Context: an optimization exercise on an open-source flow, tuned for small area, a short achievable clock period and few clock cycles per item. The choices shown serve that exercise and are no tape-out recipe.
Only simulation tests tie the RTL to the original design; equivalence was not proved.
Power and IR drop assume default switching activity.

==> exp/harbor: inputs <==
==> flow/design.v <==
package rvx_pkg;
	localparam int NUM_REGS_DEF  = 16;
	localparam int MEM_WORDS_DEF = 256;
	localparam int WORD_W     = 16;
	localparam int CMD_W      = 3;
	localparam int REG_FLD_W  = 4;
	localparam int ADDR_FLD_W = 8;
	localparam int STATUS_W   = 2;
	localparam logic [CMD_W-1:0] CMD_ADD      = 3'd0;
	localparam logic [CMD_W-1:0] CMD_MOVE_REG = 3'd1;
	localparam logic [CMD_W-1:0] CMD_MOVE_IMM = 3'd2;
	localparam logic [CMD_W-1:0] CMD_LOAD     = 3'd3;
	localparam logic [CMD_W-1:0] CMD_STORE    = 3'd4;
	localparam logic [CMD_W-1:0] CMD_READ_REG = 3'd5;
	localparam logic [CMD_W-1:0] CMD_READ_MEM = 3'd6;
	localparam logic [STATUS_W-1:0] ST_SILENT   = 2'd0;
	localparam logic [STATUS_W-1:0] ST_VALID    = 2'd1;
	localparam logic [STATUS_W-1:0] ST_OVERFLOW = 2'd2;
	typedef logic [WORD_W-1:0] word_t;
	function automatic logic writes_reg_other(input logic [CMD_W-1:0] c);
		writes_reg_other = (c == CMD_MOVE_REG) || (c == CMD_MOVE_IMM) || (c == CMD_LOAD);
	endfunction
	function automatic logic may_write_reg(input logic [CMD_W-1:0] c);
		may_write_reg = (c == CMD_ADD) || writes_reg_other(c);
	endfunction
endpackage
module rvx_exec (
	input  logic [rvx_pkg::CMD_W-1:0]    cmd,
	input  rvx_pkg::word_t               op_a,
	input  rvx_pkg::word_t               op_b,
	output rvx_pkg::word_t               value,
	output logic [rvx_pkg::STATUS_W-1:0] status,
	output rvx_pkg::word_t               sum_out,
	output logic                         carry_out
);
	localparam int W = rvx_pkg::WORD_W;
	logic [W:0] sum;
	logic       carry;
	logic [W-1:0]      g;
	logic [W-1:0]      t;
	logic [W-1:0]      p;
	logic [4:0][W-1:0] hh;    
	logic [4:0][W-1:0] uu;
	logic [W:0]        cin;   
	assign g = op_a & op_b;
	assign t = op_a | op_b;
	assign p = op_a ^ op_b;
	genvar gk, gi;
	generate
		for (gi = 0; gi < W; gi++) begin : g_lvl0
			assign hh[0][gi] = g[gi];
			if (gi > 0) begin : g_t
				assign uu[0][gi] = t[gi - 1];
			end else begin : g_t0
				assign uu[0][gi] = 1'b0;
			end
		end
		for (gk = 0; gk < 4; gk++) begin : g_lvl
			for (gi = 0; gi < W; gi++) begin : g_bit
				if (gi >= (1 << gk)) begin : g_op
					assign hh[gk + 1][gi] = hh[gk][gi] | (uu[gk][gi] & hh[gk][gi - (1 << gk)]);
					assign uu[gk + 1][gi] = uu[gk][gi] & uu[gk][gi - (1 << gk)];
				end else begin : g_pass
					assign hh[gk + 1][gi] = hh[gk][gi];
					assign uu[gk + 1][gi] = uu[gk][gi];
				end
			end
		end
		assign cin[0] = 1'b0;
		for (gi = 1; gi <= W; gi++) begin : g_cin
			assign cin[gi] = t[gi - 1] & hh[4][gi - 1];
		end
	endgenerate
	assign sum   = {cin[W], p ^ cin[W-1:0]};
	assign carry = cin[W];
	assign sum_out   = sum[W-1:0];
	assign carry_out = carry;
	always_comb begin
		value  = '0;
		status = rvx_pkg::ST_SILENT;
		case (cmd)
			rvx_pkg::CMD_ADD: begin
				if (carry) begin
					status = rvx_pkg::ST_OVERFLOW;
				end else begin
					value  = sum[rvx_pkg::WORD_W-1:0];
					status = rvx_pkg::ST_VALID;
				end
			end
			rvx_pkg::CMD_READ_REG: begin
				value  = op_a;
				status = rvx_pkg::ST_VALID;
			end
			rvx_pkg::CMD_READ_MEM: begin
				value  = op_b;
				status = rvx_pkg::ST_VALID;
			end
			default: begin
				value  = '0;
				status = rvx_pkg::ST_SILENT;
			end
		endcase
	end
endmodule
module register_vm_execute_unit #(
	parameter int NUM_REGS  = rvx_pkg::NUM_REGS_DEF,
	parameter int MEM_WORDS = rvx_pkg::MEM_WORDS_DEF
) (
	input  logic                           clk,
	input  logic                           arst_n,
	input  logic                           start,
	output logic                           busy,
	input  logic [rvx_pkg::CMD_W-1:0]      cmd,
	input  logic [rvx_pkg::REG_FLD_W-1:0]  dest_reg,
	input  logic [rvx_pkg::REG_FLD_W-1:0]  src_reg,
	input  logic [rvx_pkg::ADDR_FLD_W-1:0] mem_addr,
	input  logic [rvx_pkg::WORD_W-1:0]     immediate,
	output logic                           strobe,
	output logic [rvx_pkg::WORD_W-1:0]     value,
	output logic [rvx_pkg::STATUS_W-1:0]   status
);
	localparam int W  = rvx_pkg::WORD_W;
	localparam int NR = 2 ** rvx_pkg::REG_FLD_W;    
	localparam int NM = 2 ** rvx_pkg::ADDR_FLD_W;   
	localparam int NQ = 4;                          
	localparam int QW = NM / NQ;                    
	typedef logic [rvx_pkg::CMD_W-1:0]      cmd_t;
	typedef logic [rvx_pkg::REG_FLD_W-1:0]  ridx_t;
	typedef logic [rvx_pkg::ADDR_FLD_W-1:0] maddr_t;
	function automatic logic b_is_reg(input cmd_t c);
		b_is_reg = (c == rvx_pkg::CMD_ADD) || (c == rvx_pkg::CMD_MOVE_REG) ||
		           (c == rvx_pkg::CMD_STORE);
	endfunction
	logic [NR-1:0][W-1:0] regs;
	logic [NM-1:0][W-1:0] mem_q;
	logic clearing_q;
	logic accept;
	logic                 v1;
	cmd_t                 cmd1;
	ridx_t                d1;
	ridx_t                s1;
	maddr_t               a1;
	rvx_pkg::word_t       imm1;
	logic [NQ-1:0][W-1:0] mq1;        
	logic                 mf1;        
	logic                 mf2;        
	rvx_pkg::word_t       mf2_data;
	logic                 fa_add;     
	logic                 fa_oth;     
	logic                 fa_wb;      
	logic                 fb_add;     
	logic                 fb_oth;
	logic                 fb_wb;
	logic           v2;
	cmd_t           cmd2;
	ridx_t          d2;
	maddr_t         a2;
	rvx_pkg::word_t op_a2;
	rvx_pkg::word_t op_b2;
	rvx_pkg::word_t               ex_value;
	logic [rvx_pkg::STATUS_W-1:0] ex_status;
	rvx_pkg::word_t               ex_sum;
	logic                         ex_carry;
	rvx_pkg::word_t               mem_wd;     
	rvx_pkg::word_t wb_q;
	logic [NR-1:0]  reg_wen_q;
	logic                         strobe_q;
	rvx_pkg::word_t               value_q;
	logic [rvx_pkg::STATUS_W-1:0] status_q;
	assign busy   = clearing_q;
	assign accept = start & ~clearing_q;
	always_ff @(posedge clk or negedge arst_n) begin
		if (!arst_n) begin
			clearing_q <= 1'b1;
			v1         <= 1'b0;
			v2         <= 1'b0;
			strobe_q   <= 1'b0;
		end else begin
			clearing_q <= 1'b0;
			v1         <= accept;
			v2         <= v1;
			strobe_q   <= v2;
		end
	end
	logic [NQ-1:0][W-1:0] mem_qrd0;
	always_comb begin
		for (int q = 0; q < NQ; q++) begin
			mem_qrd0[q] = mem_q[QW * q + int'(mem_addr[5:0])];
		end
	end
	always_ff @(posedge clk) begin
		cmd1 <= cmd;
		d1   <= dest_reg;
		s1   <= src_reg;
		a1   <= mem_addr;
		imm1 <= immediate;
		mq1  <= mem_qrd0;
		mf1      <= v1 & (cmd1 == rvx_pkg::CMD_STORE) & (mem_addr == a1) & ~b_is_reg(cmd) &
		            (cmd != rvx_pkg::CMD_MOVE_IMM);
		mf2      <= v2 & (cmd2 == rvx_pkg::CMD_STORE) & (mem_addr == a2);
		mf2_data <= op_b2;
		fa_add   <= v1 & (cmd1 == rvx_pkg::CMD_ADD) & (dest_reg == d1);
		fa_oth   <= v1 & rvx_pkg::writes_reg_other(cmd1) & (dest_reg == d1);
		fb_add   <= v1 & (cmd1 == rvx_pkg::CMD_ADD) & b_is_reg(cmd) & (src_reg == d1);
		fb_oth   <= v1 & rvx_pkg::writes_reg_other(cmd1) & b_is_reg(cmd) & (src_reg == d1);
		fa_wb    <= v2 & rvx_pkg::may_write_reg(cmd2) & (dest_reg == d2);
		fb_wb    <= v2 & rvx_pkg::may_write_reg(cmd2) & b_is_reg(cmd) & (src_reg == d2);
	end
	rvx_pkg::word_t mem_rd1;
	rvx_pkg::word_t base_a1;
	rvx_pkg::word_t base_b1;
	rvx_pkg::word_t op_a1;
	rvx_pkg::word_t op_b1;
	always_comb begin
		if (mf2) begin
			mem_rd1 = mf2_data;
		end else begin
			mem_rd1 = mq1[a1[7:6]];
		end
	end
	rvx_pkg::word_t reg_a1;
	rvx_pkg::word_t reg_b1;
	always_comb begin
		reg_a1 = '0;
		reg_b1 = '0;
		for (int i = 0; i < NR; i++) begin
			reg_a1 = reg_a1 | ({W{d1 == ridx_t'(i)}} & regs[i]);
			reg_b1 = reg_b1 | ({W{s1 == ridx_t'(i)}} & regs[i]);
		end
	end
	assign base_a1 = fa_wb ? wb_q : reg_a1;
	always_comb begin
		if (fb_wb) begin
			base_b1 = wb_q;
		end else if (b_is_reg(cmd1)) begin
			base_b1 = reg_b1;
		end else if (cmd1 == rvx_pkg::CMD_MOVE_IMM) begin
			base_b1 = imm1;
		end else begin
			base_b1 = mem_rd1;
		end
	end
	assign op_a1 = (fa_add & ~ex_carry) ? ex_sum : (fa_oth ? op_b2 : base_a1);
	assign op_b1 = (fb_oth | mf1) ? op_b2 : ((fb_add & ~ex_carry) ? ex_sum : base_b1);
	always_ff @(posedge clk) begin
		cmd2  <= cmd1;
		d2    <= d1;
		a2    <= a1;
		op_a2 <= op_a1;
		op_b2 <= op_b1;
	end
	rvx_exec u_exec (
		.cmd       (cmd2),
		.op_a      (op_a2),
		.op_b      (op_b2),
		.value     (ex_value),
		.status    (ex_status),
		.sum_out   (ex_sum),
		.carry_out (ex_carry)
	);
	logic wsrc_add_q;
	always_ff @(posedge clk or negedge arst_n) begin
		if (!arst_n) begin
			wsrc_add_q <= 1'b0;
			reg_wen_q  <= '1;
			wb_q       <= '0;
		end else begin
			wsrc_add_q <= v1 & (cmd1 == rvx_pkg::CMD_ADD);
			for (int i = 0; i < NR; i++) begin
				reg_wen_q[i] <= v2 & rvx_pkg::may_write_reg(cmd2) & (d2 == ridx_t'(i));
			end
			wb_q <= (wsrc_add_q & ~ex_carry) ? ex_sum : (wsrc_add_q ? op_a2 : op_b2);
		end
	end
	always_ff @(posedge clk) begin
		for (int i = 0; i < NR; i++) begin
			if (reg_wen_q[i]) begin
				regs[i] <= wb_q;
			end
		end
	end
	logic [15:0]    set_hi_q;
	logic [15:0]    set_lo_q;
	logic [15:0]    st_hi1;
	logic [15:0]    st_lo1;
	always_comb begin
		for (int i = 0; i < 16; i++) begin
			st_hi1[i] = v1 & (cmd1 == rvx_pkg::CMD_STORE) & (a1[7:4] == 4'(i));
			st_lo1[i] = (a1[3:0] == 4'(i));
		end
	end
	always_ff @(posedge clk or negedge arst_n) begin
		if (!arst_n) begin
			set_hi_q <= '1;
			set_lo_q <= '1;
		end else begin
			set_hi_q <= st_hi1;
			set_lo_q <= st_lo1;
		end
	end
	assign mem_wd = op_b2 & {W{v2}};
	always_ff @(posedge clk) begin
		for (int i = 0; i < NM; i++) begin
			if (set_hi_q[i / 16] & set_lo_q[i % 16]) begin
				mem_q[i] <= mem_wd;
			end
		end
	end
	always_ff @(posedge clk) begin
		value_q  <= ex_value;
		status_q <= ex_status;
	end
	assign strobe = strobe_q;
	assign value  = value_q;
	assign status = status_q;
endmodule
==> flow/run.sh <==
#!/bin/bash
# synth_recipe.tcl (not shown) runs the flow's synth.tcl, then flattens the netlist and writes it again
# the make line also repeats each setting of config.mk as NAME=value (left out here)
make -C /OpenROAD-flow-scripts/flow DESIGN_CONFIG=/design/flow/config.mk WORK_HOME=/design/flow/orfs CLKGATE_MAP_FILE= SYNTH_SCRIPT=/design/flow/synth_recipe.tcl finish
==> flow/config.mk <==
export PLATFORM = sky130hd
export DESIGN_NAME = register_vm_execute_unit
export DESIGN_NICKNAME = register_vm_execute_unit
export VERILOG_FILES = /design/flow/design.v
export SDC_FILE = /design/flow/constraint.sdc
export NUM_CORES = 4
export LEC_CHECK = 0
export ABC_CLOCK_PERIOD_IN_PS = 2200
export CAP_MARGIN = 20
export CORE_MARGIN = 2
export CORE_UTILIZATION = 40
export CTS_CLUSTER_DIAMETER = 100
export CTS_CLUSTER_SIZE = 24
export SETUP_SLACK_MARGIN = 2.5
export SLEW_MARGIN = 20
export TNS_END_PERCENT = 100
==> flow/constraint.sdc <==
create_clock -name core_clock -period 5.2 [get_ports {clk}]
set_input_delay 1.0400 -clock core_clock [delete_from_list [all_inputs] [get_ports {clk}]]
set_output_delay 1.0400 -clock core_clock [all_outputs]
set_load 0.01 [all_outputs]
==> inputs of exp/pepper, as changes to exp/harbor <==
==> flow/design.v, changed modules only <==
module rvx_exec (
	input  logic [rvx_pkg::CMD_W-1:0]    cmd,
	input  rvx_pkg::word_t               op_a,
	input  rvx_pkg::word_t               op_b,
	output rvx_pkg::word_t               value,
	output logic [rvx_pkg::STATUS_W-1:0] status,
	output rvx_pkg::word_t               add_wdata
);
	localparam int W = rvx_pkg::WORD_W;
	logic [W:0] sum;
	logic       carry;
	logic [W-1:0]      g;
	logic [W-1:0]      t;
	logic [W-1:0]      p;
	logic [4:0][W-1:0] hh;    
	logic [4:0][W-1:0] uu;
	logic [W:0]        cin;   
	assign g = op_a & op_b;
	assign t = op_a | op_b;
	assign p = op_a ^ op_b;
	genvar gk, gi;
	generate
		for (gi = 0; gi < W; gi++) begin : g_lvl0
			assign hh[0][gi] = g[gi];
			if (gi > 0) begin : g_t
				assign uu[0][gi] = t[gi - 1];
			end else begin : g_t0
				assign uu[0][gi] = 1'b0;
			end
		end
		for (gk = 0; gk < 4; gk++) begin : g_lvl
			for (gi = 0; gi < W; gi++) begin : g_bit
				if (gi >= (1 << gk)) begin : g_op
					assign hh[gk + 1][gi] = hh[gk][gi] | (uu[gk][gi] & hh[gk][gi - (1 << gk)]);
					assign uu[gk + 1][gi] = uu[gk][gi] & uu[gk][gi - (1 << gk)];
				end else begin : g_pass
					assign hh[gk + 1][gi] = hh[gk][gi];
					assign uu[gk + 1][gi] = uu[gk][gi];
				end
			end
		end
		assign cin[0] = 1'b0;
		for (gi = 1; gi <= W; gi++) begin : g_cin
			assign cin[gi] = t[gi - 1] & hh[4][gi - 1];
		end
	endgenerate
	assign sum   = {cin[W], p ^ cin[W-1:0]};
	assign carry = cin[W];
	assign add_wdata = carry ? op_a : sum[W-1:0];
	always_comb begin
		value  = '0;
		status = rvx_pkg::ST_SILENT;
		case (cmd)
			rvx_pkg::CMD_ADD: begin
				if (carry) begin
					status = rvx_pkg::ST_OVERFLOW;
				end else begin
					value  = sum[rvx_pkg::WORD_W-1:0];
					status = rvx_pkg::ST_VALID;
				end
			end
			rvx_pkg::CMD_READ_REG: begin
				value  = op_a;
				status = rvx_pkg::ST_VALID;
			end
			rvx_pkg::CMD_READ_MEM: begin
				value  = op_b;
				status = rvx_pkg::ST_VALID;
			end
			default: begin
				value  = '0;
				status = rvx_pkg::ST_SILENT;
			end
		endcase
	end
endmodule
module register_vm_execute_unit #(
	parameter int NUM_REGS  = rvx_pkg::NUM_REGS_DEF,
	parameter int MEM_WORDS = rvx_pkg::MEM_WORDS_DEF
) (
	input  logic                           clk,
	input  logic                           arst_n,
	input  logic                           start,
	output logic                           busy,
	input  logic [rvx_pkg::CMD_W-1:0]      cmd,
	input  logic [rvx_pkg::REG_FLD_W-1:0]  dest_reg,
	input  logic [rvx_pkg::REG_FLD_W-1:0]  src_reg,
	input  logic [rvx_pkg::ADDR_FLD_W-1:0] mem_addr,
	input  logic [rvx_pkg::WORD_W-1:0]     immediate,
	output logic                           strobe,
	output logic [rvx_pkg::WORD_W-1:0]     value,
	output logic [rvx_pkg::STATUS_W-1:0]   status
);
	localparam int W  = rvx_pkg::WORD_W;
	localparam int NR = 2 ** rvx_pkg::REG_FLD_W;    
	localparam int NM = 2 ** rvx_pkg::ADDR_FLD_W;   
	localparam int NQ = 4;                          
	localparam int QW = NM / NQ;                    
	typedef logic [rvx_pkg::CMD_W-1:0]      cmd_t;
	typedef logic [rvx_pkg::REG_FLD_W-1:0]  ridx_t;
	typedef logic [rvx_pkg::ADDR_FLD_W-1:0] maddr_t;
	function automatic logic b_is_reg(input cmd_t c);
		b_is_reg = (c == rvx_pkg::CMD_ADD) || (c == rvx_pkg::CMD_MOVE_REG) ||
		           (c == rvx_pkg::CMD_STORE);
	endfunction
	logic [NR-1:0][W-1:0] regs;
	logic [NM-1:0][W-1:0] mem_q;    
	logic                 phase_q;
	logic clearing_q;
	logic accept;
	logic                 v1;
	cmd_t                 cmd1;
	ridx_t                d1;
	ridx_t                s1;
	maddr_t               a1;
	rvx_pkg::word_t       imm1;
	logic [NQ-1:0][W-1:0] mq1;        
	logic                 ph1;        
	logic                 mf1;        
	logic                 mf2;        
	rvx_pkg::word_t       mf2_data;
	logic                 fa_add;     
	logic                 fa_oth;     
	logic                 fb_add;     
	logic                 fb_oth;
	logic           v2;
	cmd_t           cmd2;
	maddr_t         a2;
	rvx_pkg::word_t op_a2;
	rvx_pkg::word_t op_b2;
	rvx_pkg::word_t               ex_value;
	logic [rvx_pkg::STATUS_W-1:0] ex_status;
	rvx_pkg::word_t               ex_add_wdata;
	logic                         strobe_q;
	rvx_pkg::word_t               value_q;
	logic [rvx_pkg::STATUS_W-1:0] status_q;
	assign busy   = clearing_q;
	assign accept = start & ~clearing_q;
	always_ff @(posedge clk or negedge arst_n) begin
		if (!arst_n) begin
			clearing_q <= 1'b1;
			phase_q    <= 1'b0;
			v1         <= 1'b0;
			v2         <= 1'b0;
			strobe_q   <= 1'b0;
		end else begin
			clearing_q <= 1'b0;
			phase_q    <= ~clearing_q & ~phase_q;
			v1         <= accept;
			v2         <= v1;
			strobe_q   <= v2;
		end
	end
	logic [NQ-1:0][W-1:0] mem_qrd0;
	always_comb begin
		for (int q = 0; q < NQ; q++) begin
			mem_qrd0[q] = mem_q[QW * q + int'(mem_addr[5:0])];
		end
	end
	always_ff @(posedge clk) begin
		cmd1 <= cmd;
		d1   <= dest_reg;
		s1   <= src_reg;
		a1   <= mem_addr;
		imm1 <= immediate;
		mq1  <= mem_qrd0;
		ph1  <= phase_q;
		mf1      <= v1 & (cmd1 == rvx_pkg::CMD_STORE) & (mem_addr == a1);
		mf2      <= v2 & (cmd2 == rvx_pkg::CMD_STORE) & (mem_addr == a2);
		mf2_data <= op_b2;
		fa_add   <= v1 & (cmd1 == rvx_pkg::CMD_ADD) & (dest_reg == d1);
		fa_oth   <= v1 & rvx_pkg::writes_reg_other(cmd1) & (dest_reg == d1);
		fb_add   <= v1 & (cmd1 == rvx_pkg::CMD_ADD) & b_is_reg(cmd) & (src_reg == d1);
		fb_oth   <= v1 & rvx_pkg::writes_reg_other(cmd1) & b_is_reg(cmd) & (src_reg == d1);
	end
	rvx_pkg::word_t mem_rd1;
	rvx_pkg::word_t base_a1;
	rvx_pkg::word_t base_b1;
	rvx_pkg::word_t op_a1;
	rvx_pkg::word_t op_b1;
	always_comb begin
		if (mf1) begin
			mem_rd1 = op_b2;
		end else if (mf2) begin
			mem_rd1 = mf2_data;
		end else begin
			mem_rd1 = mq1[a1[7:6]] ^ {W{ph1}};
		end
	end
	rvx_pkg::word_t reg_a1;
	rvx_pkg::word_t reg_b1;
	always_comb begin
		reg_a1 = '0;
		reg_b1 = '0;
		for (int i = 0; i < NR; i++) begin
			reg_a1 = reg_a1 | ({W{d1 == ridx_t'(i)}} & regs[i]);
			reg_b1 = reg_b1 | ({W{s1 == ridx_t'(i)}} & regs[i]);
		end
	end
	assign base_a1 = reg_a1;
	always_comb begin
		if (b_is_reg(cmd1)) begin
			base_b1 = reg_b1;
		end else if (cmd1 == rvx_pkg::CMD_MOVE_IMM) begin
			base_b1 = imm1;
		end else begin
			base_b1 = mem_rd1;
		end
	end
	assign op_a1 = fa_add ? ex_add_wdata : (fa_oth ? op_b2 : base_a1);
	assign op_b1 = fb_add ? ex_add_wdata : (fb_oth ? op_b2 : base_b1);
	always_ff @(posedge clk) begin
		cmd2  <= cmd1;
		a2    <= a1;
		op_a2 <= op_a1;
		op_b2 <= op_b1;
	end
	rvx_exec u_exec (
		.cmd       (cmd2),
		.op_a      (op_a2),
		.op_b      (op_b2),
		.value     (ex_value),
		.status    (ex_status),
		.add_wdata (ex_add_wdata)
	);
	logic [NR-1:0]  reg_wen_q;
	logic           wsrc_add_q;
	logic           wsrc_b_q;
	rvx_pkg::word_t reg_wd;
	always_ff @(posedge clk or negedge arst_n) begin
		if (!arst_n) begin
			reg_wen_q  <= '1;
			wsrc_add_q <= 1'b0;
			wsrc_b_q   <= 1'b0;
		end else begin
			for (int i = 0; i < NR; i++) begin
				reg_wen_q[i] <= v1 & rvx_pkg::may_write_reg(cmd1) & (d1 == ridx_t'(i));
			end
			wsrc_add_q <= v1 & (cmd1 == rvx_pkg::CMD_ADD);
			wsrc_b_q   <= v1 & rvx_pkg::writes_reg_other(cmd1);
		end
	end
	assign reg_wd = ({W{wsrc_add_q}} & ex_add_wdata) | ({W{wsrc_b_q}} & op_b2);
	always_ff @(posedge clk) begin
		for (int i = 0; i < NR; i++) begin
			if (reg_wen_q[i]) begin
				regs[i] <= reg_wd;
			end
		end
	end
	logic [15:0]    set_hi_q;
	logic [15:0]    set_lo_q;
	logic [15:0]    sel_hi_q;
	logic [15:0]    sel_lo_q;
	logic [15:0]    st_hi1;
	logic [15:0]    st_lo1;
	rvx_pkg::word_t mem_wx;
	logic [NM-1:0]  mem_set;
	logic [NM-1:0]  mem_keep;
	always_comb begin
		for (int i = 0; i < 16; i++) begin
			st_hi1[i] = v1 & (cmd1 == rvx_pkg::CMD_STORE) & (a1[7:4] == 4'(i));
			st_lo1[i] = (a1[3:0] == 4'(i));
		end
	end
	always_ff @(posedge clk or negedge arst_n) begin
		if (!arst_n) begin
			set_hi_q <= '1;
			set_lo_q <= '1;
		end else begin
			set_hi_q <= st_hi1;
			set_lo_q <= st_lo1;
		end
	end
	always_ff @(posedge clk or negedge arst_n) begin
		if (!arst_n) begin
			sel_hi_q <= '0;
			sel_lo_q <= '0;
		end else begin
			sel_hi_q <= st_hi1;
			sel_lo_q <= st_lo1;
		end
	end
	assign mem_wx = op_b2 ^ {W{phase_q}};
	always_comb begin
		for (int i = 0; i < NM; i++) begin
			mem_set[i]  = set_hi_q[i / 16] & set_lo_q[i % 16];
			mem_keep[i] = ~(sel_hi_q[i / 16] & sel_lo_q[i % 16]);
		end
	end
	always_ff @(posedge clk) begin
		for (int i = 0; i < NM; i++) begin
			mem_q[i] <= ~((mem_q[i] | {W{mem_set[i]}}) & (mem_wx | {W{mem_keep[i]}}));
		end
	end
	always_ff @(posedge clk) begin
		value_q  <= ex_value;
		status_q <= ex_status;
	end
	assign strobe = strobe_q;
	assign value  = value_q;
	assign status = status_q;
endmodule
SETUP_SLACK_MARGIN = 2.6   (was 2.5)
TNS_END_PERCENT = 10   (was 100)
==> inputs of exp/maple, as changes to exp/harbor <==
--- a/flow/design.v
+++ b/flow/design.v
@@ -133,5 +133,6 @@
 	endfunction
 	logic [NR-1:0][W-1:0] regs;
-	logic [NM-1:0][W-1:0] mem_q;
+	logic [NM-1:0][W-1:0] mem_q;    
+	logic                 phase_q;
 	logic clearing_q;
 	logic accept;
@@ -143,4 +144,5 @@
 	rvx_pkg::word_t       imm1;
 	logic [NQ-1:0][W-1:0] mq1;        
+	logic                 ph1;        
 	logic                 mf1;        
 	logic                 mf2;        
@@ -162,5 +164,4 @@
 	rvx_pkg::word_t               ex_sum;
 	logic                         ex_carry;
-	rvx_pkg::word_t               mem_wd;     
 	rvx_pkg::word_t wb_q;
 	logic [NR-1:0]  reg_wen_q;
@@ -173,4 +174,5 @@
 		if (!arst_n) begin
 			clearing_q <= 1'b1;
+			phase_q    <= 1'b0;
 			v1         <= 1'b0;
 			v2         <= 1'b0;
@@ -178,4 +180,5 @@
 		end else begin
 			clearing_q <= 1'b0;
+			phase_q    <= ~clearing_q & ~phase_q;
 			v1         <= accept;
 			v2         <= v1;
@@ -196,4 +199,5 @@
 		imm1 <= immediate;
 		mq1  <= mem_qrd0;
+		ph1  <= phase_q;
 		mf1      <= v1 & (cmd1 == rvx_pkg::CMD_STORE) & (mem_addr == a1) & ~b_is_reg(cmd) &
 		            (cmd != rvx_pkg::CMD_MOVE_IMM);
@@ -216,5 +220,5 @@
 			mem_rd1 = mf2_data;
 		end else begin
-			mem_rd1 = mq1[a1[7:6]];
+			mem_rd1 = mq1[a1[7:6]] ^ {W{ph1}};
 		end
 	end
@@ -282,6 +286,11 @@
 	logic [15:0]    set_hi_q;
 	logic [15:0]    set_lo_q;
+	logic [15:0]    sel_hi_q;
+	logic [15:0]    sel_lo_q;
 	logic [15:0]    st_hi1;
 	logic [15:0]    st_lo1;
+	rvx_pkg::word_t mem_wx;
+	logic [NM-1:0]  mem_set;
+	logic [NM-1:0]  mem_keep;
 	always_comb begin
 		for (int i = 0; i < 16; i++) begin
@@ -299,10 +308,23 @@
 		end
 	end
-	assign mem_wd = op_b2 & {W{v2}};
+	always_ff @(posedge clk or negedge arst_n) begin
+		if (!arst_n) begin
+			sel_hi_q <= '0;
+			sel_lo_q <= '0;
+		end else begin
+			sel_hi_q <= st_hi1;
+			sel_lo_q <= st_lo1;
+		end
+	end
+	assign mem_wx = op_b2 ^ {W{phase_q}};
+	always_comb begin
+		for (int i = 0; i < NM; i++) begin
+			mem_set[i]  = set_hi_q[i / 16] & set_lo_q[i % 16];
+			mem_keep[i] = ~(sel_hi_q[i / 16] & sel_lo_q[i % 16]);
+		end
+	end
 	always_ff @(posedge clk) begin
 		for (int i = 0; i < NM; i++) begin
-			if (set_hi_q[i / 16] & set_lo_q[i % 16]) begin
-				mem_q[i] <= mem_wd;
-			end
+			mem_q[i] <= ~((mem_q[i] | {W{mem_set[i]}}) & (mem_wx | {W{mem_keep[i]}}));
 		end
 	end
SETUP_SLACK_MARGIN = 2.6   (was 2.5)
TNS_END_PERCENT = 10   (was 100)
==> comparison table <==
	exp/harbor	exp/maple	exp/pepper
FF+latch area	0.136 mm²	0.0963 mm²	0.0958 mm²
Gpl congestion	0.897	0.915	0.942
Class of the tightest hold or removal check	flip-flop to flip-flop	primary input to asynchronous set/reset pin	primary input to asynchronous set/reset pin
CP Buf/Inv Count	1	4	4
Clock transition time at the flip-flop clock pins of the worst setup and hold paths	0.10 ns	0.11 ns	0.10 ns
Portion of total power attributed to the clock network	29.7%	30.7%	30.7%
Wire length of the first global-routing pass	675 mm	866 mm	857 mm
Synth Area in Compound Gates	2.56%	17.8%	17.8%
Syn_nets	8095	13800	13700
Number of buffers other than clock buffers in the final layout	446	386	397
Pin count of the biggest net entering global routing	193	154	177
Worst reg2reg path endpoint	op_b2[6]	op_b2[3]	regs[198]
M2 GR Usage	33.1%	40.5%	40.8%
Worst slack at placement	0.550 ns	1.02 ns	0.932 ns
Clk latency of the worst-skew pair	0.98 ns	0.99 ns	1.02 ns
TritonCTS Sinks	4609	4643	4622
HPWL reported at the end of detailed placement	278 mm	364 mm	353 mm
Launch instance of the worst register-to-register path	s1[1]	s1[2]	op_b2[14]
Power of the combinational group	0.00508 W	0.00733 W	0.00722 W
Critical Path Stages	6	8	11
Pwr dens	338 mW/mm²	349 mW/mm²	347 mW/mm²
Fraction of registers with async set/reset	1.50%	2.20%	1.88%
Sequential share of cell area	69.4%	52.8%	52.8%
Post-layout power	0.0664 W	0.0637 W	0.0630 W
Outcome	complete, no violations	complete, no violations	complete, no violations
Internal power	0.0513 W	0.0461 W	0.0457 W
Cell type contributing the most total cell area after synthesis	sky130_fd_sc_hd__edfxtp_1	sky130_fd_sc_hd__dfxtp_1	sky130_fd_sc_hd__dfxtp_1
Testbench counts of exp/harbor, summed over its fixed seeds: cycles 24,016, items 24,000.
Testbench counts of exp/pepper, summed over its fixed seeds: cycles 24,016, items 24,000.
Testbench counts of exp/maple, summed over its fixed seeds: cycles 24,016, items 24,000.

-- afterwards: timing with drivers on the ports --
The flow's constraints put no driver on any port. The routed layouts listed below were extracted and timed again, unchanged, in two steps.
Step 1 (the two cells are an assumption about what drives the block):
set clk [get_ports {clk}]
set_driving_cell -lib_cell sky130_fd_sc_hd__clkbuf_16 $clk
set_driving_cell -lib_cell sky130_fd_sc_hd__buf_2 [delete_from_list [all_inputs] $clk]
Step 2 adds t to the input delays and takes it off the output delays; t is the mean of the earliest and latest rising clock arrival at the registers after step 1. Input paths then give back, and output paths get back, about the clock's delay inside the block.
Three values: ideal ports, drivers, drivers and shift; two values: the first two.
| run | t (ns) | setup WS [ns] | worst hold slack (ns) | worst register clock-pin slew, ns |
|---|---|---|---|---|
| exp/harbor | 1.062 | 2.334 / 2.280 / 1.219 | 0.462 / 0.452 / 0.462 | 0.11 / 0.11 |
| exp/pepper | 1.090 | 2.161 / 2.097 / 1.007 | 0.041 / -0.044 / 0.381 | 0.11 / 0.11 |
| exp/maple | 1.079 | 2.301 / 2.197 / 1.131 | 0.083 / 0.010 / 0.432 | 0.11 / 0.11 |
After both steps every run listed still meets setup and hold. The setup slack of exp/maple, which loses most, moves by -0.104 ns with the drivers and by -1.170 ns with both steps.
